Source: an optimization exercise on an open RTL-to-GDS flow (aim: small area, a short achievable clock period and few clock cycles). Production flows keep margins and buffers that such runs may drop.
In this exercise RTL edits were held to simulation tests only and were not proved equivalent to the original.
Power is estimated from default activity; no workload was simulated.

## red
// adaptive_throughput_meter
module adaptive_throughput_meter #(
    parameter int HISTORY_SLOTS = 10
) (
    input  logic        i_clk,
    input  logic        i_rst_n,
    input  logic        i_in_valid,
    output logic        o_in_stall,
    input  logic [1:0]  i_kind,
    input  logic [15:0] i_byte_count,
    input  logic [9:0]  i_tick_ms,
    output logic        o_out_valid,
    input  logic        i_out_stall,
    output logic [31:0] o_speed,
    output logic        o_window_closed,
    output logic        o_averaged,
    input  logic        i_cfg_valid,
    output logic        o_cfg_ready,
    input  logic [atm_pkg::CFG_IW-1:0] i_cfg_index,
    input  logic [atm_pkg::CFG_DW-1:0] i_cfg_data
);
    logic              r_iv;
    logic [1:0]        r_kind;
    logic [15:0]       r_val;
    logic              r_iv2;
    logic [1:0]        r_kind2;
    logic [15:0]       r_val2;
    logic [15:0]       w_in_val;
    logic [15:0]       r_byte_count;
    logic [9:0]        r_tick_ms;
    logic              r_idle;
    logic              r_load;       
    logic              r_msb;        
    logic              r_norm;       
    logic              r_div;        
    logic              r_stor;       
    logic              r_fin;        
    logic              r_cls;        
    logic              r_dv;         
    logic              r_c0;         
    logic [4:0]        r_n0;         
    logic [4:0]        r_n1;         
    logic [3:0]        r_depth;
    logic [15:0]       r_window;
    logic [3:0]        r_hc;
    logic [31:0]       r_mean;
    logic [15:0]       r_mcount;
    logic [31:0]       r_bytes;
    logic [15:0]       r_elapsed;
    logic [31:0]       r_hmin;
    logic [31:0]       r_hmax;
    logic              r_mdiv;       
    logic              r_first;      
    logic              r_neg;        
    logic              r_qz;         
  ...
Settings: LEC_CHECK=0, CAP_MARGIN=20, CORE_MARGIN=2, CORE_UTILIZATION=40, CTS_BUF_LIST=sky130_fd_sc_hd__clkbuf_8 sky130_fd_sc_hd__clkbuf_16, CTS_CLUSTER_DIAMETER=80, CTS_CLUSTER_SIZE=20, GPL_ROUTABILITY_DRIVEN=0, SETUP_SLACK_MARGIN=4.7, SLEW_MARGIN=20; clock period 8.5 ns.
run.sh (not shown) runs the stock make flow with config.mk's settings and CLKGATE_MAP_FILE= SYNTH_SCRIPT=/design/flow/synth_recipe.tcl, a recipe that flattens the netlist after the stock synthesis.
Testbench counts of red, summed over its fixed seeds: cycles 30,114.
#### Input delta (blue over red)
Settings: a change of CORE_UTILIZATION from 40 to 50; a deleted GPL_ROUTABILITY_DRIVEN that had been 0.
==> notes.md <==
- The run with more routed wire is blue, not red.
- red ended up with i_cfg_valid as its launch point of the critical path; blue ended up with r_quo[22].
- In the flow results for red and blue, the combinational gate power is smaller on red.
- Setup slack down 0.053 ns in blue wrt red
- blue -> red: maximum level of the CTS H-tree flat
- Of red and blue, red shows the higher cell area, with blue below it.
- Any difference in worst slack on hold paths between blue and red is small enough to ignore.
#### Input delta (green over blue)
Settings: CTS_CLUSTER_SIZE changed from 20 to 30; CORE_UTILIZATION changed from 50 to 40; SETUP_SLACK_MARGIN changed from 4.7 to 4.6; CTS_CLUSTER_DIAMETER changed from 80 to 100.
--- outcome ---
- Diff blue -> green: total number of nets in the final design moved down, met3 usage in global routing shows a reduction of 0.97 points, area growth from synthesis to final layout shrank by 2.0 points, cell depth of the worst setup path went down.
- Comparing green and blue, the higher wire length on met2 is on blue.
--- input diff green..orange ---
Settings: CTS_CLUSTER_SIZE: 30 -> unset; CTS_BUF_LIST: sky130_fd_sc_hd__clkbuf_8 sky130_fd_sc_hd__clkbuf_16 -> unset; CTS_CLUSTER_DIAMETER: 100 -> unset; SETUP_SLACK_MARGIN: 4.6 -> 4.7.
- orange went all the way through the flow, and no timing, DRC or antenna check failed.
- Comparing orange and green, the lower total power was measured on green.
- | routed wire length | higher: orange |
- The higher slew at the pin with the worst max-slew slack of orange and green is in orange.
- Higher final weighted congestion in routability-driven placement goes to orange over green.

---

Another version of the RTL of adaptive_throughput_meter (not shown whole).
Size in the first run: roughly 3000 cells after synthesis, roughly 280 flip-flops, roughly 90 I/O pins, ~26000 um^2 of cells after synthesis.
==> flow/config.mk <==
export PLATFORM = sky130hd
export DESIGN_NAME = adaptive_throughput_meter
export DESIGN_NICKNAME = adaptive_throughput_meter
export VERILOG_FILES = /design/flow/design.v
export SDC_FILE = /design/flow/constraint.sdc
export NUM_CORES = 4
export LEC_CHECK = 0
export CAP_MARGIN = 20
export CORE_MARGIN = 2
export CORE_UTILIZATION = 40
export SETUP_SLACK_MARGIN = 4.5
export SLEW_MARGIN = 20
export TNS_END_PERCENT = 5
==> flow/constraint.sdc <==
create_clock -name core_clock -period 8.5 [get_ports {i_clk}]
set_input_delay 1.7000 -clock core_clock [delete_from_list [all_inputs] [get_ports {i_clk}]]
set_output_delay 1.7000 -clock core_clock [all_outputs]
set_load 0.01 [all_outputs]
The starting point finished with timing, DRC and antenna clean.
Testbench counts at the start, summed over its fixed seeds: cycles 40,459.
Next try:
--- a/flow/config.mk
+++ b/flow/config.mk
@@ -13 +12,0 @@
-export TNS_END_PERCENT = 5
Total power is higher by about 1.8%.
Die area does not change.
Synthesized cell count stays the same.
Non-clock buffer count is higher by 47.
Maximum frequency is higher by about 3%.
Synthesized area stays the same.
Utilization is higher by 0.92 points.
Critical path depth is higher by 9.
Wire length is higher by about 1.6%.
Sequential power is about the same.
Setup slack improves by 120 ps.

---

adaptive_throughput_meter with an RTL version that a note above also has.
For scale: about 320 flip-flops, about 90 I/O pins.
==> flow/config.mk <==
export PLATFORM = sky130hd
export DESIGN_NAME = adaptive_throughput_meter
export DESIGN_NICKNAME = adaptive_throughput_meter
export VERILOG_FILES = /design/flow/design.v
export SDC_FILE = /design/flow/constraint.sdc
export NUM_CORES = 4
export LEC_CHECK = 0
export CAP_MARGIN = 20
export CORE_MARGIN = 2
export CORE_UTILIZATION = 40
export CTS_BUF_LIST = sky130_fd_sc_hd__clkbuf_8 sky130_fd_sc_hd__clkbuf_16
export CTS_CLUSTER_DIAMETER = 80
export CTS_CLUSTER_SIZE = 20
export SETUP_SLACK_MARGIN = 4.7
export SLEW_MARGIN = 20
==> flow/constraint.sdc <==
create_clock -name core_clock -period 8.5 [get_ports {i_clk}]
set_input_delay 1.7000 -clock core_clock [delete_from_list [all_inputs] [get_ports {i_clk}]]
set_output_delay 1.7000 -clock core_clock [all_outputs]
set_load 0.01 [all_outputs]
Testbench counts at the start, summed over its fixed seeds: cycles 30,114.
==> next run, changes <==
--- a/flow/config.mk
+++ b/flow/config.mk
@@ -11,3 +11 @@
-export CTS_BUF_LIST = sky130_fd_sc_hd__clkbuf_8 sky130_fd_sc_hd__clkbuf_16
-export CTS_CLUSTER_DIAMETER = 80
-export CTS_CLUSTER_SIZE = 20
+export CTS_BUF_LIST = sky130_fd_sc_hd__clkbuf_4 sky130_fd_sc_hd__clkbuf_8
Result:
- The changed run finished clean
- wire length is higher by 1.1%
- final area rose by 1.2%
- register-to-register slack got worse by 0.04 ns
- area after synthesis is unchanged
- sequential power hardly moves
- global-route usage grows by 0.46 points
- non-clock buffer count climbs by 22
==> next run, changes <==
--- a/flow/config.mk
+++ b/flow/config.mk
@@ -11 +11,3 @@
-export CTS_BUF_LIST = sky130_fd_sc_hd__clkbuf_4 sky130_fd_sc_hd__clkbuf_8
+export CTS_BUF_LIST = sky130_fd_sc_hd__clkbuf_8 sky130_fd_sc_hd__clkbuf_16
+export CTS_CLUSTER_DIAMETER = 100
+export CTS_CLUSTER_SIZE = 30
Total power falls by about 2.6%.
Wire length falls by about 0.6%.
Fmax rises by 2.1%.
Clock-buffer cell count falls by 60.

[afterwards: timing with drivers on the ports]
The flow's constraints put no driver on any port. The routed layouts listed below were extracted and timed again, unchanged, in two steps.
Step 1 assumes that a clkbuf_16 drives the clock port and a buf_2 every other input.
Step 2 times the ports against the registers' clock, not the clock port: input delays grow and output delays shrink by t, the midpoint of the rising clock arrivals with the driver on.
Slacks: ideal ports / drivers / drivers and shift; pairs: ideal ports / drivers.
run | t, ns | setup WS [ns] | clock arrival spread, ns | worst register clock-pin slew, ns
red | 0.639 | 4.739 / 4.685 / 4.333 | 0.034 / 0.033 | 0.10 / 0.10
blue | 0.647 | 4.687 / 4.667 / 4.140 | 0.046 / 0.047 | 0.10 / 0.10
green | 0.624 | 4.629 / 4.591 / 4.205 | 0.027 / 0.026 | 0.12 / 0.12
orange | 0.639 | 4.646 / 4.646 / 4.377 | 0.025 / 0.025 | 0.07 / 0.07
the first run of note 2 | 0.641 | 4.203 / 4.203 / 3.678 | 0.045 / 0.045 | 0.07 / 0.07
the second run of note 2 | 0.633 | 4.327 / 4.327 / 4.116 | 0.017 / 0.018 | 0.07 / 0.07
the first run of note 3 | 0.669 | 4.697 / 4.635 / 4.397 | 0.029 / 0.029 | 0.09 / 0.09
the second run of note 3 | 0.750 | 4.634 / 4.574 / 4.340 | 0.063 / 0.063 | 0.07 / 0.07
the third run of note 3 | 0.631 | 4.714 / 4.652 / 4.413 | 0.041 / 0.041 | 0.12 / 0.12
After both steps setup and hold are still met in every run listed. The setup slack of blue, which loses most, moves by -0.020 ns with the drivers and by -0.547 ns with both steps.
